This is an optimization exercise on Yosys and OpenROAD, whose aim is small area, a short achievable clock period and few clock cycles per item, not a production implementation.
Only simulation tests tie the RTL to the original design; equivalence was not proved.
Power and IR drop assume default switching activity.

**config.mk**
```make
export PLATFORM = sky130hd
export DESIGN_NAME = sobel_stream_filter
export DESIGN_NICKNAME = sobel_stream_filter
export VERILOG_FILES = /design/flow/design.v
export SDC_FILE = /design/flow/constraint.sdc
export NUM_CORES = 4
export LEC_CHECK = 0
export ABC_CLOCK_PERIOD_IN_PS = 2000
export CAP_MARGIN = 20
export CORE_MARGIN = 2
export CORE_UTILIZATION = 60
export CTS_CLUSTER_DIAMETER = 100
export CTS_CLUSTER_SIZE = 25
export SETUP_SLACK_MARGIN = 5
export SLEW_MARGIN = 20
```
**constraint.sdc**
```tcl
create_clock -name core_clock -period 10.0 [get_ports {fclk}]
set_input_delay 2.0000 -clock core_clock [delete_from_list [all_inputs] [get_ports {fclk}]]
set_output_delay 2.0000 -clock core_clock [all_outputs]
set_load 0.01 [all_outputs]
```
**design.v**
```verilog
module sobel_stream_filter #(
  parameter int IMG_W = 224,
  parameter int IMG_H = 224,
  parameter int PIX_W = 8,
  parameter int SHIFT = 3
) (
  input  logic             fclk,
  input  logic             rst_n,
  input  logic             in_valid,
  output logic             in_ready,
  input  logic [PIX_W-1:0] in_pixel,
  input  logic             in_sof,
  output logic             out_valid,
  input  logic             out_ready,
  output logic [PIX_W-1:0] out_pixel,
  output logic             out_last,
  input  logic [1:0]       mode,
  input  logic [PIX_W+2:0] threshold
);
  localparam int CW   = (IMG_W > 1) ? $clog2(IMG_W) : 1;
  localparam int RW   = (IMG_H > 1) ? $clog2(IMG_H) : 1;
  localparam int NTAP = 4;                   
  localparam int TSP  = IMG_W / NTAP;        
  localparam int FW   = $clog2(TSP);         
  localparam int TW   = $clog2(NTAP);        
  localparam int SW   = 2 * PIX_W;           
  localparam int XW   = PIX_W + 2;           
  localparam int YW   = PIX_W + 1;           
  localparam int GW   = PIX_W + 3;           
  localparam int AW   = PIX_W + 2;           
  localparam int MW   = PIX_W + 3;           
  localparam int TH   = PIX_W + 3;           
  localparam int IQN  = 3;                   
  localparam int IW   = PIX_W + 3;           
  localparam int QN   = 4;                   
  localparam int KW = 12;
  function automatic logic [KW-1:0] ksadd(input logic [KW-1:0] a, input logic [KW-1:0] b,
                                          input logic cin);
    logic [KW-1:0] g, p, gn, pn;
    g    = a & b;
    p    = a ^ b;
    g[0] = g[0] | (p[0] & cin);
    for (int d = 1; d < KW; d = d * 2) begin
      gn = g;
      pn = p;
      for (int i = d; i < KW; i++) begin
        gn[i] = g[i] | (p[i] & g[i - d]);
        pn[i] = p[i] & p[i - d];
      end
      g = gn;
      p = pn;
    end
    ksadd = (a ^ b) ^ {g[KW-2:0], cin};
  endfunction
  logic           in_ready_q;
  logic [IQN-1:0] iv;                        
  logic [IW-1:0]  id [0:IQN-1];
  logic [IW-1:0]  inw;
  logic           acc, go;
  assign in_ready = in_ready_q;
  assign acc      = in_valid && in_ready_q && rst_n;
  assign inw      = {mode, in_sof, in_pixel};
  always_ff @(posedge fclk) begin
    if (!rst_n) begin
      iv <= '0;
    end else begin
      for (int i = 0; i < IQN; i++) begin
        if (go) begin
          if (i + 1 < IQN && iv[i + 1]) iv[i] <= 1'b1;
          else if (acc && iv[i])        iv[i] <= 1'b1;
          else                          iv[i] <= 1'b0;
        end else begin
          if (acc && !iv[i] && (i == 0 || iv[i - 1])) iv[i] <= 1'b1;
        end
      end
    end
  end
  always_ff @(posedge fclk) begin
    for (int i = 0; i < IQN; i++) begin
      if (go) begin
        if (i + 1 < IQN && iv[i + 1]) id[i] <= id[i + 1];
        else if (iv[i])               id[i] <= inw;
      end else begin
        if (!iv[i] && (i == 0 || iv[i - 1])) id[i] <= inw;
      end
    end
  end
  always_ff @(posedge fclk) begin
    if (!rst_n)  in_ready_q <= 1'b1;
    else if (go) in_ready_q <= !(in_ready_q && iv[IQN - 1]);
    else         in_ready_q <= in_ready_q ? !iv[IQN - 2] : !iv[IQN - 1];
  end
  logic [PIX_W-1:0] hpix;
  logic             hsof;
  logic [1:0]       hmode;
  assign {hmode, hsof, hpix} = id[0];
  logic [CW-1:0] col_q, col_cur, col_nx;
  logic [RW-1:0] row_q, row_cur, row_nx;
  logic          c00_q, cge2_q, cend_q, rge2_q, rend_q, r00_q;
  logic          at00, emit, last_pix, room;
  logic [1:0]    mode_q;
  assign at00     = hsof || (c00_q && r00_q);
  assign emit     = !hsof && rge2_q && cge2_q;
  assign last_pix = !hsof && rend_q && cend_q;
  assign col_cur  = hsof ? '0 : col_q;
  assign row_cur  = hsof ? '0 : row_q;
  assign col_nx   = (!hsof && cend_q) ? '0 : col_cur + CW'(1);
  assign row_nx   = (!hsof && cend_q) ? (rend_q ? '0 : row_q + RW'(1)) : row_cur;
  always_ff @(posedge fclk) begin
    if (!rst_n) begin
      col_q  <= '0;
      row_q  <= '0;
      c00_q  <= 1'b1;
      r00_q  <= 1'b1;
      cge2_q <= 1'b0;
      rge2_q <= 1'b0;
      cend_q <= 1'b0;
      rend_q <= 1'b0;
      mode_q <= '0;
    end else if (go) begin
      if (hsof) mode_q <= hmode;
      col_q  <= col_nx;
      row_q  <= row_nx;
      c00_q  <= col_nx == '0;
      r00_q  <= row_nx == '0;
      cge2_q <= col_nx >= CW'(2);
      rge2_q <= row_nx >= RW'(2);
      cend_q <= col_nx == CW'(IMG_W - 1);
      rend_q <= row_nx == RW'(IMG_H - 1);
    end
  end
  logic [FW-1:0]   ef_q;                     
  logic [TW-1:0]   et_q;                     
  logic            ez_q;                     
  logic [NTAP-1:0] tsel;
  assign go = iv[0] && room && (at00 || ez_q);
  always_ff @(posedge fclk) begin
    if (!rst_n) begin
      ef_q <= '0;
      et_q <= '0;
      ez_q <= 1'b1;
    end else if (go) begin
      if (at00) begin
        ef_q <= '0;
        et_q <= '0;
        ez_q <= 1'b1;
      end
    end else begin
      if (ef_q == FW'(TSP - 1)) begin
        ef_q <= '0;
        et_q <= et_q + TW'(1);
      end else begin
        ef_q <= ef_q + FW'(1);
      end
      ez_q <= ef_q == FW'(TSP - 1);
    end
  end
  always_comb begin
    tsel = '0;
    if (at00) tsel[0] = 1'b1;
    else      tsel[et_q] = 1'b1;
  end
  logic [SW-1:0]    ring [0:IMG_W-1];
  logic [SW-1:0]    rd;
  logic [PIX_W-1:0] pa, pb, pc;              
  always_comb begin
    rd = '0;
    for (int j = 0; j < NTAP; j++) rd = rd | (ring[j * TSP] & {SW{et_q == TW'(j)}});
  end
  assign pa = rd[PIX_W-1:0];
  assign pb = rd[SW-1:PIX_W];
  assign pc = hpix;
  always_ff @(posedge fclk) begin
    for (int k = 0; k < IMG_W; k++) begin
      if (k % TSP == 1 % TSP && go && tsel[k / TSP])
        ring[k] <= {hpix, ring[k - 1][SW-1:PIX_W]};
      else
        ring[k] <= ring[(k + IMG_W - 1) % IMG_W];
    end
  end
  logic        [XW-1:0] x0, x1, x2, xs, xc, xb;
  logic signed [YW-1:0] y0, y1, y2;
  assign xb = XW'(pb) << 1;
  assign xs = XW'(pa) ^ xb ^ XW'(pc);
  assign xc = ((XW'(pa) & xb) | (XW'(pa) & XW'(pc)) | (xb & XW'(pc))) << 1;
  always_ff @(posedge fclk) begin
    if (go) begin
      x0 <= XW'(ksadd(KW'(xs), KW'(xc), 1'b0));
      y0 <= YW'(ksadd(KW'(pc), KW'(~{1'b0, pa}), 1'b1));
      x1 <= x0;
      x2 <= x1;
      y1 <= y0;
      y2 <= y1;
    end
  end
  logic       vA, lastA, vB, lastB;
  logic [1:0] modeA, modeB;
  always_ff @(posedge fclk) begin
    if (!rst_n) begin
      vA <= 1'b0;
      vB <= 1'b0;
    end else begin
      vA <= go && emit;
      vB <= vA;
    end
    lastA <= last_pix;
    modeA <= mode_q;
    lastB <= lastA;
    modeB <= modeA;
  end
  logic [GW-1:0] gx, ngx, gy, ys, yc, ya, yb, yd;
  logic [AW-1:0] axB, aycB;
  logic          syB;
  logic [KW-1:0] x0e, x2e;
  assign x0e = KW'(x0);
  assign x2e = KW'(x2);
  assign gx  = GW'(ksadd(x0e, ~x2e, 1'b1));
  assign ngx = GW'(ksadd(x2e, ~x0e, 1'b1));
  assign ya  = {{2{y0[YW-1]}}, y0};
  assign yb  = {y1[YW-1], y1, 1'b0};
  assign yd  = {{2{y2[YW-1]}}, y2};
  assign ys  = ya ^ yb ^ yd;
  assign yc  = ((ya & yb) | (ya & yd) | (yb & yd)) << 1;
  assign gy  = GW'(ksadd(KW'(ys), KW'(yc), 1'b0));
  always_ff @(posedge fclk) begin
    axB  <= gx[GW-1] ? ngx[AW-1:0] : gx[AW-1:0];
    aycB <= gy[AW-1:0] ^ {AW{gy[GW-1]}};
    syB  <= gy[GW-1];
  end
  logic [TH-1:0]    thr_q;
  logic [TH:0]      thn, cs, cc;
  logic [MW-1:0]    mag, ay, sel;
  logic [TH:0]      cmp;
  logic [PIX_W-1:0] res;
  always_ff @(posedge fclk) thr_q <= threshold;
  assign thn = ~{1'b0, thr_q};
  assign mag = MW'(ksadd(KW'(axB), KW'(aycB), syB));
  assign ay  = MW'(ksadd(KW'(aycB), '0, syB));
  assign cs  = (TH+1)'(axB) ^ (TH+1)'(aycB) ^ thn;
  assign cc  = {((TH+1)'(axB) & (TH+1)'(aycB)) | ((TH+1)'(axB) & thn) | ((TH+1)'(aycB) & thn), syB};
  assign cmp = (TH+1)'(ksadd(KW'(cs), KW'(cc[TH:0]), 1'b1));
  always_comb begin
    case (modeB)
      2'd2:    sel = MW'(axB);
      2'd3:    sel = ay;
      default: sel = mag;
    endcase
    if (modeB == 2'd1) res = {PIX_W{!cmp[TH]}};
    else               res = sel[SHIFT +: PIX_W];
  end
  logic [QN-1:0]  qv;                        
  logic [PIX_W:0] qd [0:QN-1];
  logic           pop;
  assign pop = qv[0] && out_ready;
  always_ff @(posedge fclk) begin
    if (!rst_n) begin
      qv <= '0;
    end else begin
      for (int i = 0; i < QN; i++) begin
        if (pop) begin
          if (i + 1 < QN && qv[i + 1]) qv[i] <= 1'b1;
          else if (vB && qv[i])        qv[i] <= 1'b1;
          else                         qv[i] <= 1'b0;
        end else begin
          if (vB && !qv[i] && (i == 0 || qv[i - 1])) qv[i] <= 1'b1;
        end
      end
    end
  end
  always_ff @(posedge fclk) begin
    for (int i = 0; i < QN; i++) begin
      if (pop) begin
        if (i + 1 < QN && qv[i + 1]) qd[i] <= qd[i + 1];
        else if (qv[i])              qd[i] <= {lastB, res};
      end else begin
        if (!qv[i] && (i == 0 || qv[i - 1])) qd[i] <= {lastB, res};
      end
    end
  end
  assign out_valid = qv[0];
  assign out_pixel = qd[0][PIX_W-1:0];
  assign out_last  = qd[0][PIX_W];
  assign room = !qv[QN - 1 - (2'(vA) + 2'(vB))];
endmodule
```
**flow/run.sh**
```bash
#!/bin/bash
set -euo pipefail
bash standard.sh finish SETUP_SLACK_MARGIN=7.2 > make_finish.log 2>&1
```
**standard.sh**
```bash
#!/bin/bash
# synth_recipe.tcl (not shown) runs the flow's synth.tcl, then flattens the netlist and writes it again
# the make line also repeats each setting of config.mk as NAME=value (left out here)
make -C /OpenROAD-flow-scripts/flow DESIGN_CONFIG=/design/flow/config.mk WORK_HOME=/design/flow/orfs CLKGATE_MAP_FILE= SYNTH_SCRIPT=/design/flow/synth_recipe.tcl "${@:-finish}"
```
==> results.yml, run 1 <==
timing:
  fmax_ghz: 0.301
  hold_violations: 0
  fin_crit_ps: 3320
  maxSlewHeadroom: 0.442
  slew_violations: 0
  rsz0062_at_grt: "true"
  whs_ps: 309
  setup_tns_ps: 0
  finClkSkew_ps: 30.4
  finalCritPeriodShare: 0.332
  setup_slack_ps: 6680
  setup_viol: 0
  tightest_slew_ps: 838
drt:
  drc: 0
  wire_per_inst_um: 14.4
  vias_per_cell: 4.42
  drt-initial-drc-count: 1664
  firstDrtPassIters: 5
  totalWireLength_um: 98200
  num_vias: 30232
  postRouteAntennaNets: 0
global_routing:
  grt_max_degree: 42
  grt_antenna_before_repair: 2
  grt_pass1_vias: 28838
  grt_usage: 0.139
  grt-ovfl-total: 0
  grt_pass1_wl_um: 154000
hold_path:
  whs_endpoint: "ring[112][7]$_DFF_P_"
  min_from: "ring[111][7]$_DFF_P_"
  hp-class: "flop to flop"
  min_path_cells: 0
setup_path:
  crit_chain: "buf_2"
  criticalPathCategory: "flop to primary output"
  cp-start-kind: "flop"
  worstRegToRegCells: 13
  slowest_delay_ps: 380
  cp.arrival_ps: 1320
  crit_fanout: 1
  required_ps: 8000
  path_buf_inv: 1
  slowest_stage: "edfxtp_1"
  crit_family: "flip-flops"
  reg2reg_slack_ps: 6940
  critPathCaptureType: "primary output"
  worstReg2RegEnd: "x0[7]$_DFFE_PP_"
  timing.rr.start: "et_q[1]$_SDFFE_PN0P_"
layout:
  nets: 5057
  area_delta_synth_final_pct: 10.1
  fin_area_um2: 92200
  final_util: 0.663
  drive_gt1_frac: 0.0951
  final_cells: 6833
clocking:
  cts_tree: "done"
  cts_root_buffer: "clkbuf_16"
  clk_pin_slew_ps: 100
  clockBufferDepth: 3
  clk-insertion-delay-late_ps: 800
  h-tree-depth: 4
  cts_inserted_buffers: 169
  clock-sinks: 3788
synthesis:
  syn_inst: 4704
  ys_ff_latch: 3788
  async_flop_share: 0
  synth_edf_count: 123
  yosysTopAreaCell: "dfxtp_1"
  netlist.area_leader.share: 0.876
  ys_top_cells_by_area: "dfxtp_1, edfxtp_1, mux2_2"
  syn_area_um2: 83700
  synth_ff_type: "dfxtp_1"
  ys_warn_count: 12
  synthDistinctLibCells: 71
  avgSynthCellArea_um2: 17.8
  yosysSeqAreaShare: 0.920
outcome:
  status: "no timing/DRC/antenna violations"
place:
  gp_congestion: 0.767
  post-dp-hpwl_um: 57000
  io_buffers: 36
  placed_area_um2: 86500
  place_inst: 6573
  pre_cts_ws_ps: 6070
power:
  finalPower_mw: 24.2
  vdd_drop_max_mv: 0.182
  pwr_density_cell_nw_per_um2: 263
  p_leak_nw: 36.7
floorplanning:
  num_rows: 137
  start_util: 0.602
  die_area_um2: 143000
  die_h_um: 378
  io_pins: 37
  design.core.area_um2: 139000
  die_width_um: 378
job:
  drv_cap: 0
## area by class of cell
class / count / area (µm²)
Sequential cell: 3788 / 77100
Clock buffer: 187 / 4400
Clock inverter: 11 / 206
Antenna cell: 6 / 15.0
Inverter: 87 / 350
Fill cell: 9651 / 46900
Timing Repair Buffer: 96 / 875
Tap cell: 1876 / 2350
Multi-Input combinational cell: 782 / 6870
## sequential cells by signal (all words and copies together) (netlist names), 10 cells and up
register / cells
qd: 36
axB: 10
id: 33
aycB: 10
thr_q: 11
ring: 3584
## repair_timing
action | CTS | global route
hold buffers | 0 | 0
pin swaps | 26 | 34
endpoints found under the setup margin | 217 | 150
setup buffers | 34 | 19
gates resized for setup | 137 | 53
gates cloned | 2 | 1
## how the worst max path moves through the flow
stage	startpoint	endpoint	cells after the start
after floorplan	et_q[1]$_SDFFE_PN0P_	x0[8]$_DFFE_PP_	15
after global placement	out_ready	qd[0][5]$_DFFE_PP_	3
after detailed placement	out_ready	qd[0][6]$_DFFE_PP_	3
after CTS	qd[0][5]$_DFFE_PP_	out_pixel[5]	1
after global routing	qd[0][0]$_DFFE_PP_	out_pixel[0]	1
final	qd[0][5]$_DFFE_PP_	out_pixel[5]	1
## placed cells by master, fill, tap and decap left out, types with 10 or more instances in the layout
cell type	n
a21o_1	12
a21oi_1	55
a21oi_2	16
a22oi_1	16
and3_1	13
buf_4	45
buf_6	13
clkbuf_1	13
clkbuf_16	175
clkdlybuf4s50_1	24
dfxtp_1	3650
dfxtp_2	11
edfxtp_1	123
fa_1	26
ha_1	67
ha_4	10
inv_1	76
mux2_2	75
mux2_4	20
mux2i_1	12
nand2_1	77
nand3_1	32
nor2_1	57
nor3_1	15
o21ai_0	52
xnor2_1	37
xor2_1	15
## synthesized netlist by cell type, types with 8 or more instances
| master | n |
|---|---|
| dfxtp_1 | 3665 |
| edfxtp_1 | 123 |
| mux2_2 | 95 |
| inv_1 | 85 |
| nand2_1 | 85 |
| ha_1 | 79 |
| a21oi_1 | 74 |
| nor2_1 | 59 |
| o21ai_0 | 57 |
| xnor2_1 | 40 |
| nand3_1 | 35 |
| clkbuf_1 | 30 |
| fa_1 | 28 |
| a22oi_1 | 20 |
| nor3_1 | 17 |
| xor2_1 | 17 |
| a21o_1 | 13 |
| and3_1 | 13 |
| buf_2 | 13 |
| mux2i_1 | 12 |
| nand2b_1 | 10 |
| a221oi_1 | 9 |
| a31oi_1 | 9 |
| nor2b_1 | 9 |
| nand3b_1 | 8 |
| o21a_1 | 8 |
## power by group
group	total, mW	switching (mW)	internal (mW)
registers	15.6	0.117	15.4
clock network	7.32	4.15	3.16
logic	1.35	0.654	0.691
total	24.2	4.92	19.3
## metal layers
metal	share of wire	wire, µm	vias to the layer above	track usage
met2	0.39	38500	393	0.192
li1	-	-	15342	-
met3	0.036	3560	224	0.0287
met1	0.54	53000	14273	0.215
met5	0	0	-	0
met4	0.032	3100	0	0.0526
## cells by family after synthesis
kind of cell	Yosys count	share of synthesized area
DFF	3788	0.920
and+or+nand+nor	266	0.0151
AOI/OAI and AO/OA	242	0.0185
buffers and inverters	134	0.00652
muxes	110	0.0150
adders and majority gates	107	0.0185
xor gates and xnor gates	57	0.00596
Testbench counts, summed over its fixed seeds: cycles 401,428, pixels 394,272.
==> inputs of run 2 (changes only) <==
--- a/design.v
+++ b/design.v
@@ -277,8 +277,14 @@
       end
     end
   end
+  logic [PIX_W:0] oq, head_nx;
+  always_comb begin
+    if (pop) head_nx = (qv[1]) ? qd[1] : {lastB, res};
+    else     head_nx = (qv[0]) ? qd[0] : {lastB, res};
+  end
+  always_ff @(posedge fclk) oq <= head_nx;
   assign out_valid = qv[0];
-  assign out_pixel = qd[0][PIX_W-1:0];
-  assign out_last  = qd[0][PIX_W];
+  assign out_pixel = oq[PIX_W-1:0];
+  assign out_last  = oq[PIX_W];
   assign room = !qv[QN - 1 - (2'(vA) + 2'(vB))];
 endmodule
==> run 2 against run 1 <==
Effect of this change: sequential power hardly changed; synthesized cell count is 1.8% higher; via count is 2.8% higher; register-to-register slack is essentially flat; routed wire length increased by 3.6%; count of clock-buffer cells in the layout is 5 lower; first-iteration DRC count shrank 13%; utilization is 0.25 points higher; cell area grew 0.75%; sequential share of layout area shrank 0.43 points; clock power barely moved; setup slack got worse by 80 ps; critical path type unchanged; highest routed layer unchanged.
==> results.yml, run 2 <==
drt:
  firstDrtPassIters: 5
  wire_per_inst_um: 14.7
  totalWireLength_um: 102000
  num_vias: 31083
  drc: 0
  vias_per_cell: 4.49
  drt-initial-drc-count: 1447
  postRouteAntennaNets: 0
timing:
  slew_violations: 0
  setup_tns_ps: 0
  rsz0062_at_grt: "true"
  fmax_ghz: 0.294
  setup_viol: 0
  maxSlewHeadroom: 0.473
  setup_slack_ps: 6600
  fin_crit_ps: 3400
  finalCritPeriodShare: 0.340
  tightest_slew_ps: 790
  hold_violations: 0
  finClkSkew_ps: 30.1
synthesis:
  ys_warn_count: 12
  yosysMostFrequentCell: "dfxtp_1"
  avgSynthCellArea_um2: 17.6
  ys_ff_latch: 3797
  synth_edf_count: 123
  async_flop_share: 0
  yosysSeqAreaShare: 0.917
  synthDistinctLibCells: 78
  syn_area_um2: 84300
  synth_common_cells: "dfxtp_1, edfxtp_1, nand2_1"
  synth_ff_type: "dfxtp_1"
  yosysTopAreaCell: "dfxtp_1"
  netlist.area_leader.share: 0.873
  syn_inst: 4788
  ys_top_cells_by_area: "dfxtp_1, edfxtp_1, ha_1"
setup_path:
  reg2reg_slack_ps: 6950
  crit_fanout: 2
  required_ps: 8000
  cp-start-kind: "flop"
  critPathCaptureType: "primary output"
  criticalPathCategory: "flop to primary output"
  slowest_delay_ps: 360
  cp.arrival_ps: 1400
  slowest_stage: "dfxtp_4"
  crit_chain: "buf_8, buf_6"
place:
  gp_congestion: 0.786
  post-dp-hpwl_um: 59300
  io_buffers: 36
  pre_cts_ws_ps: 6140
floorplanning:
  die_area_um2: 143000
  die_h_um: 379
  start_util: 0.604
  io_pins: 37
  design.core.area_um2: 140000
  die_width_um: 379
  num_rows: 137
clocking:
  clk-insertion-delay-late_ps: 810
  clk_pin_slew_ps: 100
  cts_inserted_buffers: 170
  clock-sinks: 3797
  cts_hold_buf: 0
  clockBufferDepth: 3
  h-tree-depth: 4
  cts_root_buffer: "clkbuf_16"
  cts_tree: "done"
global_routing:
  grt_pass1_wl_um: 160000
  grt_pass1_vias: 29868
  grt_usage: 0.143
  grt_max_degree: 41
  grt-ovfl-total: 0
  grt_antenna_before_repair: 9
layout:
  area_delta_synth_final_pct: 10.2
  layout_commonest_cell: "dfxtp_1"
  drive_gt1_frac: 0.0979
  most-common-layout-cells: "dfxtp_1, clkbuf_16, edfxtp_1"
  nets: 5156
  largest-register: "ring"
  largestRegisters: "ring x3584, qd x36, id x33"
  largest_reg_flops: 3584
power:
  pwr_density_cell_nw_per_um2: 261
  p_leak_nw: 36.9
  vdd_drop_max_mv: 0.197
hold_path:
  hp-class: "flop to flop"
job:
  drv_cap: 0
outcome:
  status: "no timing/DRC/antenna violations"
## run 2: cell types whose count changed after synthesis, moves of 8 or more
cell / change
nand2_1: +10
nor2_1: +8
o21ai_0: +12
dfxtp_1: +9
a211oi_1: +10
mux2_2: -9
## run 2: logic make-up after synthesis
group / share of synthesized area
flops: 0.917
compound gates: 0.0230
other cells: 0.0000445
fa+ha+maj: 0.0184
mux: 0.0125
xor+xnor: 0.00572
simple gates: 0.0169
buf+inv: 0.00683
## run 2: timing repair
action                                  4_1_cts  5_1_grt
gates cloned                                  3        2
gates resized for setup                     156       60
endpoints found under the setup margin      273      139
pin swaps                                    31       22
buffers inserted                             52       11
## run 2: worst paths after layout
kind	start	endpoint	depth (start not counted)
setup reg to reg	et_q[0]$_SDFFE_PN0P_	x0[8]$_DFFE_PP_	13
hold / removal	ring[20][8]$_DFF_P_	ring[21][8]$_DFF_P_	0
hold reg to reg	ring[20][8]$_DFF_P_	ring[21][8]$_DFF_P_	0
setup / recovery	qv[0]$_SDFFE_PN0P_	out_valid	2
## run 2: layer usage
| metal | GRT usage | part of all wire |
|---|---|---|
| met2 | 0.202 | 0.40 |
| met3 | 0.0277 | 0.039 |
| met1 | 0.220 | 0.53 |
| met5 | 0 | 0 |
| met4 | 0.0535 | 0.026 |
## run 2: critical path, delay by kind of cell (launching register included)
family                 cells  cell delay [ps]
buffers and inverters      2              230
DFF                        1              360
## run 2: per-stage QoR
stage          area (µm²)  std cells  hold WS, ps   util  power [mW]
6_report            92900       6930          307  0.665        24.3
5_1_grt             92800       6923          317  0.665        25.3
4_1_cts             92400       6910          308  0.662        24.5
3_5_place_dp        87000       6659          312  0.623        17.1
3_3_place_gp        87000       6659          310  0.623        17.1
2_1_floorplan       84600       4796          310      -        16.7
## run 2: area by class of cell
cell class	instances	area [µm²]
repair buffers	107	1000
repair inverters	1	7.51
clock buffers	182	4340
well taps	1876	2350
diodes	7	17.5
inverters	90	357
flip-flops and latches	3797	77300
multi-input cells	856	7270
clock inverters	14	235
fillers	9693	46700
## run 2: where the power goes
part | internal, mW | total, mW | switching [mW]
clock | 3.13 | 7.31 | 4.18
sequential | 15.5 | 15.6 | 0.120
combinational | 0.643 | 1.35 | 0.709
Testbench counts of run 2, summed over its fixed seeds: cycles 401,428, pixels 394,272.
==> inputs of run 3 (changes only) <==
--- a/design.v
+++ b/design.v
@@ -30,7 +30,7 @@
   localparam int AW   = PIX_W + 2;           
   localparam int MW   = PIX_W + 3;           
   localparam int TH   = PIX_W + 3;           
-  localparam int IQN  = 3;                   
+  localparam int IQN  = 2;                   
   localparam int IW   = PIX_W + 3;           
   localparam int QN   = 4;                   
   localparam int KW = 12;
--- a/config.mk
+++ b/config.mk
@@ -10,6 +10,6 @@
 export CORE_MARGIN = 2
 export CORE_UTILIZATION = 60
 export CTS_CLUSTER_DIAMETER = 100
-export CTS_CLUSTER_SIZE = 25
+export CTS_CLUSTER_SIZE = 30
 export SETUP_SLACK_MARGIN = 5
 export SLEW_MARGIN = 20
==> run 3 against run 2 <==
Effect of this change: first-iteration DRC count shrank 7.3%; largest power group unchanged; routed wire length fell by 4.3%; die area fell by 0.78%; critical endpoint is now in_ready; via count decreased by 3.3%; sequential cell count is 12 lower; maximum frequency increased by 2.6%; critical path depth is 1 lower; largest cell class unchanged; global-route usage shrank 0.44 points; utilization decreased by 0.23 points; setup slack gained 85 ps; combinational power hardly changed.
==> results.yml, run 3 <==
clocking:
  clockBufferDepth: 3
  clock-sinks: 3785
  cts_hold_buf: 0
  h-tree-depth: 4
  cts_tree: "done"
  cts_root_buffer: "clkbuf_16"
  cts_inserted_buffers: 144
  clk_pin_slew_ps: 110
  clk-insertion-delay-late_ps: 800
layout:
  area_delta_synth_final_pct: 9.34
  largestRegisters: "ring x3584, qd x36, id x22"
  fillers: 9567
  most-common-layout-cells: "dfxtp_1, clkbuf_16, edfxtp_1"
  largest-register: "ring"
  fin_area_um2: 91400
  drive_gt1_frac: 0.0930
  layout_commonest_cell: "dfxtp_1"
  nets: 5076
  largest_reg_flops: 3584
setup_path:
  cp.arrival_ps: 1310
  critPathCaptureType: "primary output"
  required_ps: 8000
  worstRegToRegCells: 16
  cp-start-kind: "flop"
  path_buf_inv: 1
  slowest_stage: "dfxtp_4"
  reg2reg_slack_ps: 6860
  timing.rr.start: "et_q[1]$_SDFFE_PN0P_"
  worstReg2RegEnd: "x0[7]$_DFFE_PP_"
  slowest_delay_ps: 400
  crit_fanout: 4
  criticalPathCategory: "flop to primary output"
  crit_chain: "buf_6"
  crit_family: "flip-flops"
floorplanning:
  start_util: 0.607
  io_pins: 37
  die_h_um: 377
  design.core.area_um2: 138000
  num_rows: 136
  die_area_um2: 142000
  die_width_um: 377
timing:
  finalCritPeriodShare: 0.331
  fin_crit_ps: 3310
  rsz0062_at_grt: "true"
  finClkSkew_ps: 30.4
  tightest_slew_ps: 887
  maxSlewHeadroom: 0.407
  slew_violations: 0
  setup_tns_ps: 0
  fmax_ghz: 0.302
  setup_viol: 0
  hold_violations: 0
global_routing:
  grt_pass1_wl_um: 155000
  grt_pass1_vias: 28936
  grt_usage: 0.139
  grt_antenna_before_repair: 15
  grt-ovfl-total: 0
  grt_max_degree: 42
power:
  pwr-share-seq: 0.657
  p_leak_nw: 36.3
  vdd_drop_max_mv: 0.162
  switching_share: 0.206
  pwr_density_cell_nw_per_um2: 260
  switchingPower_mw: 4.90
  clkPwrFrac: 0.286
  combPwrFrac: 0.057
  intPower_mw: 18.8
hold_path:
  min_from: "ring[223][13]$_DFF_P_"
  hp-class: "flop to flop"
  whs_endpoint: "ring[0][13]$_DFF_P_"
  min_path_cells: 0
synthesis:
  ys_ff_latch: 3785
  netlist.area_leader.share: 0.880
  yosysTopAreaCell: "dfxtp_1"
  ys_warn_count: 12
  synthDistinctLibCells: 69
  async_flop_share: 0
  yosysSeqAreaShare: 0.920
  avgSynthCellArea_um2: 17.7
  synth_edf_count: 112
  syn_inst: 4730
  ys_top_cells_by_area: "dfxtp_1, edfxtp_1, ha_1"
  synth_common_cells: "dfxtp_1, edfxtp_1, nand2_1"
  yosysMostFrequentCell: "dfxtp_1"
  syn_area_um2: 83600
  synth_ff_type: "dfxtp_1"
outcome:
  status: "no timing/DRC/antenna violations"
place:
  gp_congestion: 0.775
  post-dp-hpwl_um: 56200
  io_buffers: 36
  placed_area_um2: 86200
drt:
  totalWireLength_um: 97300
  vias_per_cell: 4.44
  postRouteAntennaNets: 0
  num_vias: 30043
  firstDrtPassIters: 6
  wire_per_inst_um: 14.4
  drt-initial-drc-count: 1342
  drc: 0
job:
  drv_cap: 0
run 3: area by class of cell:
class	count	area (µm²)	share of cell area
Antenna cell	2	5.00	0.0000548
Clock buffer	157	3720	0.0407
Clock inverter	14	186	0.00204
Inverter	90	367	0.00401
Multi-Input combinational cell	812	6860	0.0751
Sequential cell	3785	76900	0.842
Tap cell	1794	2240	0.0246
Timing Repair Buffer	110	1100	0.0120
run 3: power by group through the flow:
stage / Clock, mW / Combinational (mW) / Sequential (mW)
floorplan: 0 / 0.833 / 15.9
global placement: 0 / 1.12 / 15.9
detailed placement: 0 / 1.13 / 15.9
CTS: 7.06 / 1.29 / 15.6
global route: 7.59 / 1.50 / 15.6
finish: 6.78 / 1.35 / 15.6
run 3: how the worst max path moves through the flow:
stage                           from                   to  slack (ps)  cells after the start
6_report       in_ready_q$_SDFF_PN1_             in_ready        6690                      1
4_1_cts        in_ready_q$_SDFF_PN1_             in_ready        6590                      1
3_5_place_dp                   rst_n  cend_q$_SDFFE_PN0P_        5920                      7
5_1_grt        in_ready_q$_SDFF_PN1_             in_ready        6610                      1
3_3_place_gp                   rst_n  cend_q$_SDFFE_PN0P_        5950                      7
2_1_floorplan   et_q[0]$_SDFFE_PN0P_      x0[8]$_DFFE_PP_        6790                     15
run 3: logic make-up (layout without fill, tap and decap cells):
family                   count (synthesis)  in the layout  synth area share
AO/OA/AOI/OAI                          277            278            0.0216
XOR/XNOR                                57             57           0.00597
adder cells (fa/ha/maj)                107            107            0.0185
buffers and inverters                  143            371           0.00699
flip-flops                            3785           3785             0.920
multiplexers                            90             90            0.0121
other                                    1             11         0.0000449
AND/OR/NAND/NOR                        270            271            0.0151
run 3: routing by layer:
metal | part of all wire | wire, µm | vias to the layer above | global-route usage
met5 | 0.000092 | 9 | - | 0
met4 | 0.031 | 3000 | 2 | 0.0523
li1 | - | - | 15368 | -
met1 | 0.54 | 53000 | 14133 | 0.215
met3 | 0.036 | 3500 | 192 | 0.0291
met2 | 0.39 | 37800 | 348 | 0.191
run 3: metrics by stage:
step	util	total power, mW	cells	hold WS [ps]	worst slack, ps
after floorplan	-	16.7	4738	310	6790
after global placement	0.626	17.1	6522	310	5950
after detailed placement	0.626	17.1	6522	312	5920
after CTS	0.660	24.0	6736	307	6590
after global routing	0.663	24.7	6763	319	6610
final	0.663	23.7	6764	309	6690
run 3: what timing repair did:
item,in CTS,in global routing
gates resized for setup,160,65
endpoints found under the hold margin,0,0
cloned,5,0
setup endpoints to repair,260,80
buffers inserted,38,26
pin swaps,42,44
Testbench counts of run 3, summed over its fixed seeds: cycles 401,428, pixels 394,272.
==> inputs of run 4 (changes only) <==
--- a/design.v
+++ b/design.v
@@ -57,7 +57,8 @@
   logic [IW-1:0]  id [0:IQN-1];
   logic [IW-1:0]  inw;
   logic           acc, go;
-  assign in_ready = in_ready_q;
+  assign in_ready   = ir_port;
+  assign in_ready_q = !nir_q;
   assign acc      = in_valid && in_ready_q && rst_n;
   assign inw      = {mode, in_sof, in_pixel};
   always_ff @(posedge fclk) begin
@@ -85,10 +86,15 @@
       end
     end
   end
-  always_ff @(posedge fclk) begin
-    if (!rst_n)  in_ready_q <= 1'b1;
-    else if (go) in_ready_q <= !(in_ready_q && iv[IQN - 1]);
-    else         in_ready_q <= in_ready_q ? !iv[IQN - 2] : !iv[IQN - 1];
+  logic ir_nx, ir_port, nir_q;
+  always_comb begin
+    if (!rst_n)  ir_nx = 1'b1;
+    else if (go) ir_nx = !(in_ready_q && iv[IQN - 1]);
+    else         ir_nx = in_ready_q ? !iv[IQN - 2] : !iv[IQN - 1];
+  end
+  always_ff @(posedge fclk) begin
+    nir_q   <= !ir_nx;
+    ir_port <= ir_nx;
   end
   logic [PIX_W-1:0] hpix;
   logic             hsof;
@@ -283,7 +289,9 @@
     else     head_nx = (qv[0]) ? qd[0] : {lastB, res};
   end
   always_ff @(posedge fclk) oq <= head_nx;
-  assign out_valid = qv[0];
+  logic ov;
+  always_ff @(posedge fclk) ov <= rst_n && (vB || (pop ? qv[1] : qv[0]));
+  assign out_valid = ov;
   assign out_pixel = oq[PIX_W-1:0];
   assign out_last  = oq[PIX_W];
   assign room = !qv[QN - 1 - (2'(vA) + 2'(vB))];
==> run 4 against run 3 <==
Effect of this change: count of clock-buffer cells in the layout is 3 higher; clock power grew 0.7%; utilization is essentially flat; cell count about the same; setup slack improved by 79 ps; power is 0.47% higher; register-to-register slack about the same; area after synthesis is 0.10% lower; combinational power is 4% higher; via count about the same; die area shrank 0.10%; still clean.
==> results.yml, run 4 <==
outcome:
  status: "no timing/DRC/antenna violations"
timing:
  finalCritPeriodShare: 0.323
  rsz0062_at_grt: "true"
  hold_violations: 0
  maxSlewHeadroom: 0.467
  setup_tns_ps: 0
  tightest_slew_ps: 791
  fin_crit_ps: 3230
  setup_viol: 0
  setup_slack_ps: 6770
  fmax_ghz: 0.309
  finClkSkew_ps: 30.1
  slew_violations: 0
layout:
  nets: 5076
  area_delta_synth_final_pct: 9.41
  largest-register: "ring"
  most-common-layout-cells: "dfxtp_1, clkbuf_16, edfxtp_1"
  drive_gt1_frac: 0.0946
  final_util: 0.663
  largest_reg_flops: 3584
  fin_area_um2: 91400
  layout_commonest_cell: "dfxtp_1"
  largestRegisters: "ring x3584, qd x36, id x22"
synthesis:
  ys_warn_count: 12
  syn_inst: 4720
  async_flop_share: 0
  netlist.area_leader.share: 0.881
  synth_edf_count: 112
  avgSynthCellArea_um2: 17.7
  ys_top_cells_by_area: "dfxtp_1, edfxtp_1, ha_1"
  synth_common_cells: "dfxtp_1, edfxtp_1, nand2_1"
  ys_ff_latch: 3787
  yosysSeqAreaShare: 0.921
  synth_ff_type: "dfxtp_1"
  yosysTopAreaCell: "dfxtp_1"
  yosysMostFrequentCell: "dfxtp_1"
  synthDistinctLibCells: 67
  syn_area_um2: 83500
setup_path:
  path_buf_inv: 1
  crit_chain: "buf_6"
  slowest_delay_ps: 340
  cp.arrival_ps: 1230
  required_ps: 8000
  worstRegToRegCells: 16
  cp-start-kind: "flop"
  slowest_stage: "dfxtp_2"
  crit_family: "flip-flops"
  critPathCaptureType: "primary output"
  criticalPathCategory: "flop to primary output"
  crit_fanout: 1
  crit_cells: 1
global_routing:
  grt_pass1_vias: 28970
  grt_pass1_wl_um: 153000
  grt_usage: 0.137
  grt_antenna_before_repair: 9
  grt-ovfl-total: 0
  grt_max_degree: 40
power:
  finalPower_mw: 23.8
  combPwrFrac: 0.059
  switching_share: 0.207
  vdd_drop_max_mv: 0.192
  p_leak_nw: 36.4
  intPower_mw: 18.9
  pwr_density_cell_nw_per_um2: 261
  pwr-share-seq: 0.655
  clkPwrFrac: 0.286
  switchingPower_mw: 4.92
place:
  pre_cts_ws_ps: 5670
  io_buffers: 36
  post-dp-hpwl_um: 55400
  placed_area_um2: 86200
  gp_congestion: 0.790
clocking:
  cts_tree: "done"
  clk-insertion-delay-late_ps: 800
  cts_inserted_buffers: 144
  cts_root_buffer: "clkbuf_16"
  h-tree-depth: 4
  clk_pin_slew_ps: 110
  clock-sinks: 3787
  clockBufferDepth: 3
drt:
  totalWireLength_um: 96200
  wire_per_inst_um: 14.2
  vias_per_cell: 4.44
  drc: 0
  firstDrtPassIters: 5
  drt-initial-drc-count: 1539
  num_vias: 30073
  postRouteAntennaNets: 0
floorplanning:
  die_h_um: 377
  die_width_um: 377
  io_pins: 37
  start_util: 0.606
  die_area_um2: 142000
  design.core.area_um2: 138000
  num_rows: 136
hold_path:
  hp-class: "flop to flop"
  min_path_cells: 0
job:
  drv_cap: 0
run 4: cell types whose count changed in the layout (fill, tap and decap cells not counted), sizes merged, moves of 3 or more:
cell | before | now
a21oi | 72 | 76
a22o | 19 | 16
buf | 82 | 86
mux2 | 77 | 80
nand2 | 89 | 94
nor2 | 75 | 82
o21ai | 72 | 68
xnor2 | 42 | 39
run 4: metrics by stage:
step / hold slack (ps) / cells
after floorplan: 310 / 4728
after global placement: 310 / 6520
after detailed placement: 312 / 6520
after CTS: 315 / 6735
after global routing: 323 / 6764
final: 315 / 6766
run 4: worst paths after layout:
path,from,endpoint,slack (ps)
worst max register to register,et_q[0]$_SDFFE_PN0P_,x0[8]$_DFFE_PP_,6870
worst min register to register,ring[167][10]$_DFF_P_,ring[168][10]$_DFF_P_,320
worst max-delay path,oq[2]$_DFF_P_,out_pixel[2],6770
worst min-delay path,ring[167][10]$_DFF_P_,ring[168][10]$_DFF_P_,320
run 4: cell families after synthesis:
group,after synthesis,share of synthesized area
mux,93,0.0125
xor+xnor,54,0.00566
other cells,1,0.0000449
flops,3787,0.921
simple gates,284,0.0158
buf+inv,132,0.00626
fa+ha+maj,107,0.0185
compound gates,262,0.0200
run 4: cell type report:
class / count / area, µm²
Sequential cell: 3787 / 77000
Inverter: 88 / 365
Multi-Input combinational cell: 810 / 6790
Timing Repair inverter: 2 / 32.5
Antenna cell: 2 / 5.00
Clock buffer: 160 / 3770
Clock inverter: 13 / 184
Timing Repair Buffer: 110 / 1030
Tap cell: 1794 / 2240
Fill cell: 9581 / 46500
run 4: routing by layer:
metal / wire, µm / global-route usage / vias up
met5: 27 / 0 / -
met1: 53000 / 0.216 / 14201
met2: 36800 / 0.187 / 335
li1: - / - / 15354
met3: 3600 / 0.0282 / 179
met4: 2790 / 0.0472 / 4
run 4: what timing repair did:
item | CTS | global route
pin swaps | 35 | 29
setup buffers | 38 | 29
hold buffers | 0 | 0
gates resized for setup | 152 | 63
setup endpoints to repair | 256 | 111
cloned | 4 | 0
run 4: power by group through the flow:
stage          combinational [mW]  clock (mW)  sequential, mW
6_report                     1.40        6.83            15.6
3_3_place_gp                 1.13           0            16.0
3_5_place_dp                 1.16           0            16.0
4_1_cts                      1.29        7.10            15.6
5_1_grt                      1.56        7.62            15.7
2_1_floorplan               0.854           0            15.9
Testbench counts of run 4, summed over its fixed seeds: cycles 401,428, pixels 394,272.
==> inputs of run 5 (changes only) <==
==> flow/run.sh (replaced) <==
#!/bin/bash
set -euo pipefail
bash standard.sh finish SETUP_SLACK_MARGIN=7.0 > make_finish.log 2>&1
--- a/config.mk
+++ b/config.mk
@@ -5,7 +5,7 @@
 export SDC_FILE = /design/flow/constraint.sdc
 export NUM_CORES = 4
 export LEC_CHECK = 0
-export ABC_CLOCK_PERIOD_IN_PS = 2000
+export ABC_CLOCK_PERIOD_IN_PS = 2500
 export CAP_MARGIN = 20
 export CORE_MARGIN = 2
 export CORE_UTILIZATION = 60
==> run 5 against run 4 <==
Effect of this change: global-route usage down 0.084 points; power down 0.95%; sequential share of layout area up 0.66 points; largest cell class unchanged; largest power group unchanged; highest routed layer unchanged.
==> results.yml, run 5 <==
synthesis:
  netlist.area_leader.share: 0.881
  synth_common_cells: "dfxtp_1, edfxtp_1, nand2_1"
  avgSynthCellArea_um2: 17.7
  ys_warn_count: 12
  yosysSeqAreaShare: 0.921
  yosysTopAreaCell: "dfxtp_1"
  yosysMostFrequentCell: "dfxtp_1"
  syn_inst: 4720
  synth_ff_type: "dfxtp_1"
  synth_edf_count: 112
  syn_area_um2: 83500
  ys_top_cells_by_area: "dfxtp_1, edfxtp_1, ha_1"
  ys_ff_latch: 3787
  async_flop_share: 0
  synthDistinctLibCells: 67
clocking:
  clock-sinks: 3787
  clockBufferDepth: 3
  cts_root_buffer: "clkbuf_16"
  clk-insertion-delay-late_ps: 790
  h-tree-depth: 4
  cts_tree: "done"
  cts_inserted_buffers: 144
  clk_pin_slew_ps: 120
  cts_hold_buf: 0
drt:
  firstDrtPassIters: 4
  postRouteAntennaNets: 0
  wire_per_inst_um: 14.2
  num_vias: 30002
  drc: 0
  drt-initial-drc-count: 1460
  vias_per_cell: 4.45
  totalWireLength_um: 95900
hold_path:
  whs_endpoint: "ring[0][10]$_DFF_P_"
  min_path_cells: 0
  min_from: "ring[223][10]$_DFF_P_"
  hp-class: "flop to flop"
setup_path:
  slowest_delay_ps: 370
  crit_chain: "buf_6"
  required_ps: 8000
  timing.rr.start: "et_q[0]$_SDFFE_PN0P_"
  critPathCaptureType: "primary output"
  slowest_stage: "dfxtp_2"
  crit_family: "flip-flops"
  crit_fanout: 1
  worstRegToRegCells: 13
  reg2reg_slack_ps: 6840
  path_buf_inv: 1
  cp.arrival_ps: 1250
  cp-start-kind: "flop"
  criticalPathCategory: "flop to primary output"
  worstReg2RegEnd: "x0[8]$_DFFE_PP_"
floorplanning:
  die_area_um2: 142000
  design.core.area_um2: 138000
  die_h_um: 377
  die_width_um: 377
  num_rows: 136
  start_util: 0.606
  io_pins: 37
layout:
  drive_gt1_frac: 0.0789
  nets: 5047
  area_delta_synth_final_pct: 8.57
  final_cells: 6742
  fillers: 9665
  largest-register: "ring"
  most-common-layout-cells: "dfxtp_1, clkbuf_16, edfxtp_1"
  largestRegisters: "ring x3584, qd x36, id x22"
  layout_commonest_cell: "dfxtp_1"
  fin_area_um2: 90700
  largest_reg_flops: 3584
place:
  place_inst: 6518
  post-dp-hpwl_um: 56100
  gp_congestion: 0.788
  io_buffers: 36
  placed_area_um2: 86100
timing:
  whs_ps: 317
  setup_tns_ps: 0
  finClkSkew_ps: 28.9
  rsz0062_at_grt: "true"
  tightest_slew_ps: 674
  slew_violations: 0
  finalCritPeriodShare: 0.325
  fmax_ghz: 0.307
  hold_violations: 0
  maxSlewHeadroom: 0.550
  fin_crit_ps: 3250
  setup_viol: 0
global_routing:
  grt_pass1_vias: 28581
  grt-ovfl-total: 0
  busiest_layer: "met1"
  grt_max_degree: 80
  grt_pass1_wl_um: 152000
  grt_antenna_before_repair: 16
  met1_usage: 0.212
  grt_usage: 0.136
  use_met3: 0.0299
  use_met2: 0.186
outcome:
  status: "no timing/DRC/antenna violations"
power:
  vdd_drop_max_mv: 0.197
  pwr_density_cell_nw_per_um2: 261
  p_leak_nw: 36.1
job:
  drv_cap: 0
run 5: cell counts after synthesis:
No cell type changed its count.
run 5: final cells by class:
type                            instances  area (µm²)  share of cell area
Clock inverter                         15         180             0.00199
Clock buffer                          157        3690              0.0408
Sequential cell                      3787       77000               0.849
Multi-Input combinational cell        809        6450              0.0712
Antenna cell                            8        20.0            0.000221
Tap cell                             1794        2240              0.0248
Timing Repair Buffer                   84         772             0.00851
Inverter                               88         345             0.00381
run 5: worst max path at each step:
stage | startpoint | endpoint | cells after the start
2_1_floorplan | et_q[0]$_SDFFE_PN0P_ | x0[8]$_DFFE_PP_ | 15
3_3_place_gp | out_ready | qd[2][7]$_DFFE_PP_ | 3
3_5_place_dp | aycB[4]$_DFF_P_ | qd[2][6]$_DFFE_PP_ | 11
4_1_cts | ir_port$_DFF_P_ | in_ready | 1
5_1_grt | ir_port$_DFF_P_ | in_ready | 1
6_report | ir_port$_DFF_P_ | in_ready | 1
run 5: report_power, final:
group	leakage, nW	internal (mW)	switching, mW	total [mW]
logic	3.50	0.587	0.661	1.25
clock network	1.91	2.70	4.07	6.76
registers	30.7	15.5	0.130	15.6
run 5: per-stage QoR:
stage           util  setup WS, ps  power, mW
6_report       0.658          6750       23.6
5_1_grt        0.658          6660       24.6
4_1_cts        0.655          6660       23.8
3_5_place_dp   0.625          5930       17.1
3_3_place_gp   0.625          6020       17.1
2_1_floorplan      -          6750       16.7
run 5: repair_timing:
item                       4_1_cts  5_1_grt
pin swaps                       25       16
resized for setup              107       44
setup buffers                   24       20
setup endpoints to repair      110      104
run 5: layer usage:
| layer | part of all wire | vias to the layer above |
|---|---|---|
| li1 | - | 15299 |
| met1 | 0.55 | 14127 |
| met2 | 0.38 | 361 |
| met3 | 0.038 | 209 |
| met4 | 0.030 | 6 |
| met5 | 0.00038 | - |
run 5: kinds of logic (layout without fill, tap and decap cells):
family | after synthesis | count (layout) | share of synthesized area
adder cells (fa/ha/maj) | 107 | 107 | 0.0185
AND/OR/NAND/NOR | 284 | 284 | 0.0158
other | 1 | 17 | 0.0000449
AO/OA/AOI/OAI | 262 | 262 | 0.0200
XOR/XNOR | 54 | 54 | 0.00566
multiplexers | 93 | 93 | 0.0125
buffers and inverters | 132 | 344 | 0.00626
flip-flops | 3787 | 3787 | 0.921
==> inputs of run 6 (changes only) <==
==> flow/run.sh (replaced) <==
#!/bin/bash
set -euo pipefail
bash standard.sh finish SETUP_SLACK_MARGIN=6.9 > make_finish.log 2>&1
--- a/config.mk
+++ b/config.mk
@@ -5,7 +5,7 @@
 export SDC_FILE = /design/flow/constraint.sdc
 export NUM_CORES = 4
 export LEC_CHECK = 0
-export ABC_CLOCK_PERIOD_IN_PS = 2500
+export ABC_CLOCK_PERIOD_IN_PS = 3000
 export CAP_MARGIN = 20
 export CORE_MARGIN = 2
 export CORE_UTILIZATION = 60
==> run 6 against run 5 <==
Effect of this change: first-iteration DRC count grew 5.3%; count of clock-buffer cells in the layout rose by 7; global-route usage is essentially flat; die area is the same; synthesized cell count did not move; routed wire length rose by 0.75%; clock power increased by 1%; sequential cell count stayed put.
==> results.yml, run 6 <==
layout:
  final_cells: 6735
  layout_commonest_cell: "dfxtp_1"
  fillers: 9637
  drive_gt1_frac: 0.0751
  multi_input_area_um2: 6360
  most-common-layout-cells: "dfxtp_1, clkbuf_16, edfxtp_1"
  area_delta_synth_final_pct: 8.61
  largest-register: "ring"
  nets: 5042
  largestRegisters: "ring x3584, qd x36, id x22"
  largest_reg_flops: 3584
  seq_area_um2: 77000
clocking:
  cts_inserted_buffers: 144
  cts_hold_buf: 0
  clk_pin_slew_ps: 110
  clock-sinks: 3787
  clockBufferDepth: 3
  h-tree-depth: 4
  clk-insertion-delay-late_ps: 790
  cts_root_buffer: "clkbuf_16"
  cts_tree: "done"
hold_path:
  hp-class: "flop to flop"
  min_from: "ring[178][0]$_DFF_P_"
  whs_endpoint: "ring[179][0]$_DFF_P_"
  min_path_cells: 0
timing:
  rsz0062_at_grt: "true"
  hold_violations: 0
  slew_violations: 0
  fmax_ghz: 0.308
  maxSlewHeadroom: 0.388
  setup_viol: 0
  finClkSkew_ps: 38.0
  finalCritPeriodShare: 0.324
  setup_slack_ps: 6760
  tightest_slew_ps: 908
  setup_tns_ps: 0
  fin_crit_ps: 3240
place:
  pre_cts_ws_ps: 6010
  place_inst: 6522
  post-dp-hpwl_um: 57000
  io_buffers: 36
  gp_congestion: 0.788
synthesis:
  yosysMostFrequentCell: "dfxtp_1"
  netlist.area_leader.share: 0.881
  async_flop_share: 0
  synth_ff_type: "dfxtp_1"
  synthDistinctLibCells: 67
  ys_top_cells_by_area: "dfxtp_1, edfxtp_1, ha_1"
  avgSynthCellArea_um2: 17.7
  ys_warn_count: 12
  synth_edf_count: 112
  yosysSeqAreaShare: 0.921
  syn_area_um2: 83500
  yosysTopAreaCell: "dfxtp_1"
  ys_ff_latch: 3787
  synth_common_cells: "dfxtp_1, edfxtp_1, nand2_1"
  syn_inst: 4720
setup_path:
  timing.rr.start: "et_q[0]$_SDFFE_PN0P_"
  worstReg2RegEnd: "x0[8]$_DFFE_PP_"
  reg2reg_slack_ps: 6850
  cp-start-kind: "flop"
  critPathCaptureType: "primary output"
  slowest_stage: "dfxtp_2"
  criticalPathCategory: "flop to primary output"
  cp.arrival_ps: 1240
  path_buf_inv: 1
  crit_cells: 1
  crit_fanout: 1
  required_ps: 8000
  worstRegToRegCells: 15
  slowest_delay_ps: 360
  crit_family: "flip-flops"
  crit_chain: "buf_6"
global_routing:
  grt-ovfl-total: 0
  grt_usage: 0.136
  grt_max_degree: 80
  grt_antenna_before_repair: 15
  grt_pass1_wl_um: 151000
  grt_pass1_vias: 28509
power:
  pwr_density_cell_nw_per_um2: 261
  finalPower_mw: 23.6
  p_leak_nw: 36.2
  vdd_drop_max_mv: 0.211
floorplanning:
  num_rows: 136
  die_h_um: 377
  design.core.area_um2: 138000
  start_util: 0.606
  die_width_um: 377
  die_area_um2: 142000
  io_pins: 37
drt:
  vias_per_cell: 4.45
  drc: 0
  num_vias: 29940
  wire_per_inst_um: 14.3
  firstDrtPassIters: 5
  totalWireLength_um: 96600
  drt-initial-drc-count: 1538
  postRouteAntennaNets: 0
job:
  drv_cap: 0
outcome:
  status: "no timing/DRC/antenna violations"
[run 6: changes by cell type in the layout (fill, tap and decap cells not counted), sizes merged]
cell	previous run	this run
diode	8	3
buf	59	52
clkdlybuf4s50	23	24
inv	100	96
clkbuf	157	165
clkinv	3	4
dlymetal6s2s	2	1
[run 6: worst max-delay path by stage]
stage                               from                  to  slack, ps
floorplan           et_q[0]$_SDFFE_PN0P_     x0[8]$_DFFE_PP_       6750
CTS                        oq[2]$_DFF_P_        out_pixel[2]       6660
global route               oq[2]$_DFF_P_        out_pixel[2]       6680
finish                     oq[0]$_DFF_P_        out_pixel[0]       6760
global placement               out_ready  qd[3][3]$_DFFE_PP_       6060
detailed placement             out_ready  qd[3][3]$_DFFE_PP_       6010
[run 6: layout make-up]
| type | instances | share of cell area |
|---|---|---|
| timing repair inverter | 1 | 0.000124 |
| multi-input combinational | 809 | 0.0701 |
| timing repair buffer | 78 | 0.00840 |
| antenna | 3 | 0.0000828 |
| sequential | 3787 | 0.848 |
| inverter | 88 | 0.00404 |
| clock buffer | 164 | 0.0423 |
| tap | 1794 | 0.0247 |
| clock inverter | 11 | 0.00175 |
[run 6: layer usage]
| layer | vias to the layer above | GRT usage | routed length, µm |
|---|---|---|---|
| met1 | 14063 | 0.210 | 52200 |
| met4 | 10 | 0.0524 | 3150 |
| li1 | 15289 | - | - |
| met2 | 376 | 0.185 | 37100 |
| met5 | - | 0 | 60 |
| met3 | 202 | 0.0321 | 4110 |
[run 6: cells by family (layout without fill, tap and decap cells)]
family | Yosys count | after routing | share of synthesized area
multiplexers | 93 | 93 | 0.0125
AND/OR/NAND/NOR | 284 | 284 | 0.0158
flip-flops | 3787 | 3787 | 0.921
other | 1 | 12 | 0.0000449
XOR/XNOR | 54 | 54 | 0.00566
buffers and inverters | 132 | 342 | 0.00626
adder cells (fa/ha/maj) | 107 | 107 | 0.0185
AO/OA/AOI/OAI | 262 | 262 | 0.0200
[run 6: where the power goes]
part / internal, mW / switching (mW) / leakage, nW
combinational: 0.547 / 0.629 / 3.47
sequential: 15.5 / 0.150 / 30.7
clock: 2.78 / 4.06 / 1.96
[run 6: per-stage QoR]
step	util	instance area, µm²	hold WS, ps
final	0.658	90700	320
after CTS	0.655	90300	309
after global routing	0.658	90700	324
after floorplan	-	83700	310
after detailed placement	0.625	86100	312
after global placement	0.625	86100	310
[run 6: repair_timing]
| action | in CTS | in global routing |
|---|---|---|
| hold endpoints to repair | 0 | 0 |
| resized for setup | 86 | 52 |
| buffers inserted | 12 | 20 |
| pin swaps | 8 | 24 |
| endpoints found under the setup margin | 81 | 64 |
| cloned | 0 | 3 |
==> inputs of run 7 (changes only) <==
--- a/config.mk
+++ b/config.mk
@@ -10,6 +10,6 @@
 export CORE_MARGIN = 2
 export CORE_UTILIZATION = 60
 export CTS_CLUSTER_DIAMETER = 100
-export CTS_CLUSTER_SIZE = 30
+export CTS_CLUSTER_SIZE = 28
 export SETUP_SLACK_MARGIN = 5
 export SLEW_MARGIN = 20
==> run 7 against run 6 <==
Effect of this change: count of clock-buffer cells in the layout rose by 6; largest cell class unchanged; cell area increased by 0.20%; clock power grew 2%; maximum frequency fell by 0.18%; synthesized cell count stayed put; still clean on timing, DRC and antenna.
==> results.yml, run 7 <==
place:
  pre_cts_ws_ps: 6010
  gp_congestion: 0.788
  post-dp-hpwl_um: 57000
  io_buffers: 36
floorplanning:
  die_width_um: 377
  start_util: 0.606
  die_area_um2: 142000
  num_rows: 136
  die_h_um: 377
  io_pins: 37
  design.core.area_um2: 138000
drt:
  drt-initial-drc-count: 1521
  drc: 0
  postRouteAntennaNets: 0
  wire_per_inst_um: 14.4
  firstDrtPassIters: 5
  num_vias: 29990
  totalWireLength_um: 96800
  vias_per_cell: 4.45
layout:
  most-common-layout-cells: "dfxtp_1, clkbuf_16, edfxtp_1"
  final_util: 0.659
  fillers: 9628
  largest_reg_flops: 3584
  largestRegisters: "ring x3584, qd x36, id x22"
  nets: 5048
  drive_gt1_frac: 0.0767
  area_delta_synth_final_pct: 8.83
  layout_commonest_cell: "dfxtp_1"
  largest-register: "ring"
setup_path:
  criticalPathCategory: "flop to primary output"
  crit_fanout: 1
  crit_path_start: "oq[2]$_DFF_P_"
  timing.rr.start: "et_q[0]$_SDFFE_PN0P_"
  cp-start-kind: "flop"
  reg2reg_slack_ps: 6820
  cp.arrival_ps: 1250
  slowest_delay_ps: 370
  slowest_stage: "dfxtp_2"
  path_buf_inv: 1
  crit_chain: "buf_6"
  critPathCaptureType: "primary output"
  worstRegToRegCells: 14
  required_ps: 8000
  crit_family: "flip-flops"
  worstReg2RegEnd: "x0[7]$_DFFE_PP_"
timing:
  setup_slack_ps: 6750
  rsz0062_at_grt: "true"
  tightest_slew_ps: 903
  finalCritPeriodShare: 0.325
  hold_violations: 0
  slew_violations: 0
  fin_crit_ps: 3250
  setup_tns_ps: 0
  setup_viol: 0
  maxSlewHeadroom: 0.392
  fmax_ghz: 0.308
  finClkSkew_ps: 23.0
  whs_ps: 318
synthesis:
  synthDistinctLibCells: 67
  syn_inst: 4720
  yosysMostFrequentCell: "dfxtp_1"
  synth_common_cells: "dfxtp_1, edfxtp_1, nand2_1"
  async_flop_share: 0
  ys_ff_latch: 3787
  yosysTopAreaCell: "dfxtp_1"
  yosysSeqAreaShare: 0.921
  ys_warn_count: 12
  synth_ff_type: "dfxtp_1"
  ys_top_cells_by_area: "dfxtp_1, edfxtp_1, ha_1"
  synth_edf_count: 112
  netlist.area_leader.share: 0.881
  avgSynthCellArea_um2: 17.7
  syn_area_um2: 83500
clocking:
  cts_inserted_buffers: 153
  clock-sinks: 3787
  cts_tree: "done"
  clockBufferDepth: 3
  h-tree-depth: 4
  cts_root_buffer: "clkbuf_16"
  cts_hold_buf: 0
  clk_pin_slew_ps: 110
  clk-insertion-delay-late_ps: 790
global_routing:
  grt-ovfl-total: 0
  grt_pass1_wl_um: 153000
  grt_max_degree: 80
  grt_antenna_before_repair: 14
  grt_pass1_vias: 28702
  grt_usage: 0.137
hold_path:
  hp-class: "flop to flop"
  whs_endpoint: "ring[55][13]$_DFF_P_"
  min_path_cells: 0
  min_from: "ring[54][13]$_DFF_P_"
power:
  p_leak_nw: 36.2
  vdd_drop_max_mv: 0.235
  pwr_density_cell_nw_per_um2: 262
job:
  drv_cap: 0
outcome:
  status: "no timing/DRC/antenna violations"
## run 7: cell counts after synthesis
Identical to the previous run, type by type.
## run 7: per-layer routing
| metal | up-vias | track usage | routed length (µm) |
|---|---|---|---|
| li1 | 15298 | - | - |
| met1 | 14140 | 0.211 | 52500 |
| met2 | 356 | 0.189 | 37600 |
| met3 | 188 | 0.0318 | 4080 |
| met4 | 8 | 0.0484 | 2570 |
| met5 | - | 0 | 46 |
## run 7: worst max path at each step
| stage | slack (ps) | cells after the start | endpoint |
|---|---|---|---|
| final | 6750 | 1 | out_pixel[2] |
| after global placement | 6060 | 3 | qd[3][3]$_DFFE_PP_ |
| after floorplan | 6750 | 15 | x0[8]$_DFFE_PP_ |
| after global routing | 6690 | 1 | out_pixel[2] |
| after detailed placement | 6010 | 3 | qd[3][3]$_DFFE_PP_ |
| after CTS | 6680 | 1 | out_pixel[2] |
## run 7: through the flow
stage	total power, mW	instances	cell area [µm²]
final	23.8	6741	90900
after global routing	24.8	6737	90900
after CTS	24.1	6726	90600
after detailed placement	17.1	6522	86100
after global placement	17.1	6522	86100
after floorplan	16.7	4728	83700
## run 7: cell families (layout without fill, tap and decap cells)
| group | after synthesis | after routing | synth area share |
|---|---|---|---|
| muxes | 93 | 93 | 0.0125 |
| buffers and inverters | 132 | 347 | 0.00626 |
| adders and majority gates | 107 | 107 | 0.0185 |
| AOI/OAI and AO/OA | 262 | 262 | 0.0200 |
| other | 1 | 13 | 0.0000449 |
| DFF | 3787 | 3787 | 0.921 |
| xor gates and xnor gates | 54 | 54 | 0.00566 |
| and+or+nand+nor | 284 | 284 | 0.0158 |
## run 7: area by class of cell
cell class	count	area, µm²	area share
diodes	4	10.0	0.000110
repair inverters	1	11.3	0.000124
inverters	88	364	0.00401
flip-flops and latches	3787	77000	0.847
multi-input cells	809	6380	0.0702
repair buffers	75	697	0.00767
clock inverters	13	211	0.00233
clock buffers	170	4010	0.0441
well taps	1794	2240	0.0247
## run 7: power by group
group	internal [mW]	switching (mW)
logic	0.542	0.630
registers	15.5	0.150
clock network	2.90	4.11
total	18.9	4.89
## run 7: repair_timing
item / 4_1_cts / 5_1_grt
gates cloned: 0 / 2
endpoints found under the setup margin: 86 / 53
pin swaps: 10 / 17
setup buffers: 21 / 9
resized for setup: 94 / 42
## run 7: worst register-to-register path: cells and delay by family (launching register included)
kind	cells	cell delay (ps)
buffers and inverters	3	320
adder cells (fa/ha/maj)	3	1000
flip-flops	1	420
AO/OA/AOI/OAI	5	850
XOR/XNOR	1	120
AND/OR/NAND/NOR	2	230
==> inputs of run 8 (changes only) <==
==> flow/run.sh (replaced) <==
#!/bin/bash
set -euo pipefail
bash standard.sh finish SETUP_SLACK_MARGIN=6.85 > make_finish.log 2>&1
--- a/config.mk
+++ b/config.mk
@@ -5,11 +5,11 @@
 export SDC_FILE = /design/flow/constraint.sdc
 export NUM_CORES = 4
 export LEC_CHECK = 0
-export ABC_CLOCK_PERIOD_IN_PS = 3000
+export ABC_CLOCK_PERIOD_IN_PS = 5000
 export CAP_MARGIN = 20
 export CORE_MARGIN = 2
 export CORE_UTILIZATION = 60
 export CTS_CLUSTER_DIAMETER = 100
-export CTS_CLUSTER_SIZE = 28
+export CTS_CLUSTER_SIZE = 30
 export SETUP_SLACK_MARGIN = 5
 export SLEW_MARGIN = 20
==> run 8 against run 7 <==
Effect of this change: combinational power decreased by 3%; synthesized cell count is the same; first-iteration DRC count down 2.4%; worst hold slack better by 7.7 ps; routed wire length decreased by 2.3%; utilization decreased by 0.35 points; critical path depth unchanged; clock skew about the same; power down 1.0%; count of clock-buffer cells in the layout shrank 10; cell area down 0.53%; largest cell class unchanged; largest power group unchanged.
==> results.yml, run 8 <==
outcome:
  status: "no timing/DRC/antenna violations"
setup_path:
  slowest_delay_ps: 370
  critPathCaptureType: "primary output"
  cp-start-kind: "flop"
  criticalPathCategory: "flop to primary output"
  slowest_stage: "dfxtp_2"
  crit_chain: "buf_6"
  path_buf_inv: 1
  cp.arrival_ps: 1260
  crit_fanout: 1
  crit_family: "flip-flops"
  required_ps: 8000
timing:
  finalCritPeriodShare: 0.326
  hold_violations: 0
  finClkSkew_ps: 22.7
  setup_viol: 0
  rsz0062_at_grt: "true"
  fmax_ghz: 0.307
  maxSlewHeadroom: 0.388
  setup_tns_ps: 0
  fin_crit_ps: 3260
  tightest_slew_ps: 908
  slew_violations: 0
synthesis:
  synth_common_cells: "dfxtp_1, edfxtp_1, nand2_1"
  async_flop_share: 0
  ys_warn_count: 12
  synthDistinctLibCells: 67
  ys_top_cells_by_area: "dfxtp_1, edfxtp_1, ha_1"
  synth_ff_type: "dfxtp_1"
  avgSynthCellArea_um2: 17.7
  synth_edf_count: 112
  syn_area_um2: 83500
  ys_ff_latch: 3787
  syn_inst: 4720
  netlist.area_leader.share: 0.881
  yosysMostFrequentCell: "dfxtp_1"
  yosysTopAreaCell: "dfxtp_1"
  yosysSeqAreaShare: 0.921
global_routing:
  grt_pass1_wl_um: 150000
  grt_max_degree: 80
  use_met2: 0.183
  met1_usage: 0.211
  grt_pass1_vias: 28375
  use_met3: 0.0284
  grt_antenna_before_repair: 9
  grt-ovfl-total: 0
  grt_usage: 0.135
  busiest_layer: "met1"
clocking:
  cts_hold_buf: 0
  cts_tree: "done"
  clockBufferDepth: 3
  clock-sinks: 3787
  clk-insertion-delay-late_ps: 790
  cts_root_buffer: "clkbuf_16"
  cts_inserted_buffers: 144
  h-tree-depth: 4
  clk_pin_slew_ps: 110
layout:
  largestRegisters: "ring x3584, qd x36, id x22"
  drive_gt1_frac: 0.0701
  largest_reg_flops: 3584
  fillers: 9630
  largest-register: "ring"
  fin_area_um2: 90400
  area_delta_synth_final_pct: 8.25
  multi_input_area_um2: 6290
  seq_area_um2: 77000
  nets: 5028
  layout_commonest_cell: "dfxtp_1"
  most-common-layout-cells: "dfxtp_1, clkbuf_16, edfxtp_1"
power:
  pwr-share-seq: 0.663
  clkPwrFrac: 0.289
  combPwrFrac: 0.048
  p_leak_nw: 36.0
  intPower_mw: 18.8
  switchingPower_mw: 4.81
  switching_share: 0.204
  pwr_density_cell_nw_per_um2: 261
  vdd_drop_max_mv: 0.187
place:
  io_buffers: 36
  post-dp-hpwl_um: 56700
  gp_congestion: 0.779
  placed_area_um2: 86100
floorplanning:
  die_area_um2: 142000
  start_util: 0.606
  die_h_um: 377
  design.core.area_um2: 138000
  die_width_um: 377
  io_pins: 37
  num_rows: 136
drt:
  num_vias: 29789
  drt-initial-drc-count: 1484
  drc: 0
  totalWireLength_um: 94600
  wire_per_inst_um: 14.1
  postRouteAntennaNets: 0
  firstDrtPassIters: 5
  vias_per_cell: 4.43
hold_path:
  hp-class: "flop to flop"
job:
  drv_cap: 0
run 8: cell counts after synthesis:
No cell type changed its count.
run 8: per-stage QoR:
step | power, mW | worst slack (ps) | util | instances | hold WS [ps]
2_1_floorplan | 16.7 | 6750 | - | 4728 | 310
4_1_cts | 23.8 | 6670 | 0.655 | 6704 | 323
3_3_place_gp | 17.1 | 6050 | 0.624 | 6520 | 310
3_5_place_dp | 17.1 | 6000 | 0.624 | 6520 | 312
5_1_grt | 24.5 | 6670 | 0.656 | 6713 | 327
6_report | 23.6 | 6740 | 0.656 | 6718 | 326
run 8: cell type report:
class | count | area share
sequential | 3787 | 0.851
clock buffer | 160 | 0.0419
tap | 1794 | 0.0248
timing repair buffer | 65 | 0.00656
antenna | 5 | 0.000138
inverter | 88 | 0.00388
multi-input combinational | 809 | 0.0696
clock inverter | 10 | 0.00185
run 8: worst paths after layout:
kind / from / end / slack (ps) / cells after the start
setup / recovery: oq[2]$_DFF_P_ / out_pixel[2] / 6740 / 1
hold / removal: ring[53][6]$_DFF_P_ / ring[54][6]$_DFF_P_ / 330 / 0
setup reg to reg: et_q[1]$_SDFFE_PN0P_ / x0[8]$_DFFE_PP_ / 6930 / 14
hold reg to reg: ring[53][6]$_DFF_P_ / ring[54][6]$_DFF_P_ / 330 / 0
run 8: cell families (layout without fill, tap and decap cells):
family / after synthesis / in the layout / share of synthesized area
simple gates: 284 / 284 / 0.0158
mux: 93 / 93 / 0.0125
fa+ha+maj: 107 / 107 / 0.0185
flops: 3787 / 3787 / 0.921
buf+inv: 132 / 323 / 0.00626
xor+xnor: 54 / 54 / 0.00566
compound gates: 262 / 262 / 0.0200
other cells: 1 / 14 / 0.0000449
run 8: repair_timing:
item | in CTS | in global routing
setup endpoints to repair | 63 | 51
buffers inserted | 14 | 9
resized for setup | 84 | 28
endpoints found under the hold margin | 0 | 0
pin swaps | 6 | 13
run 8: power groups by stage:
stage	Clock, mW	Combinational (mW)	Sequential (mW)
after floorplan	0	0.825	15.9
after global placement	0	1.10	16.0
after detailed placement	0	1.11	16.0
after CTS	7.08	1.14	15.6
after global routing	7.59	1.28	15.7
final	6.80	1.13	15.6
run 8: routing by layer:
layer | up-vias | wire, µm
met4 | 4 | 2920
li1 | 15247 | -
met1 | 13996 | 51700
met2 | 356 | 36400
met5 | - | 18
met3 | 186 | 3560

Setup slack of run 8, layout unchanged: 6.742 ns with ideal ports, 6.671 ns with driving cells assumed (clock clkbuf_16, inputs buf_2), 6.103 ns with port delays also shifted by the 0.848 ns mid clock arrival.
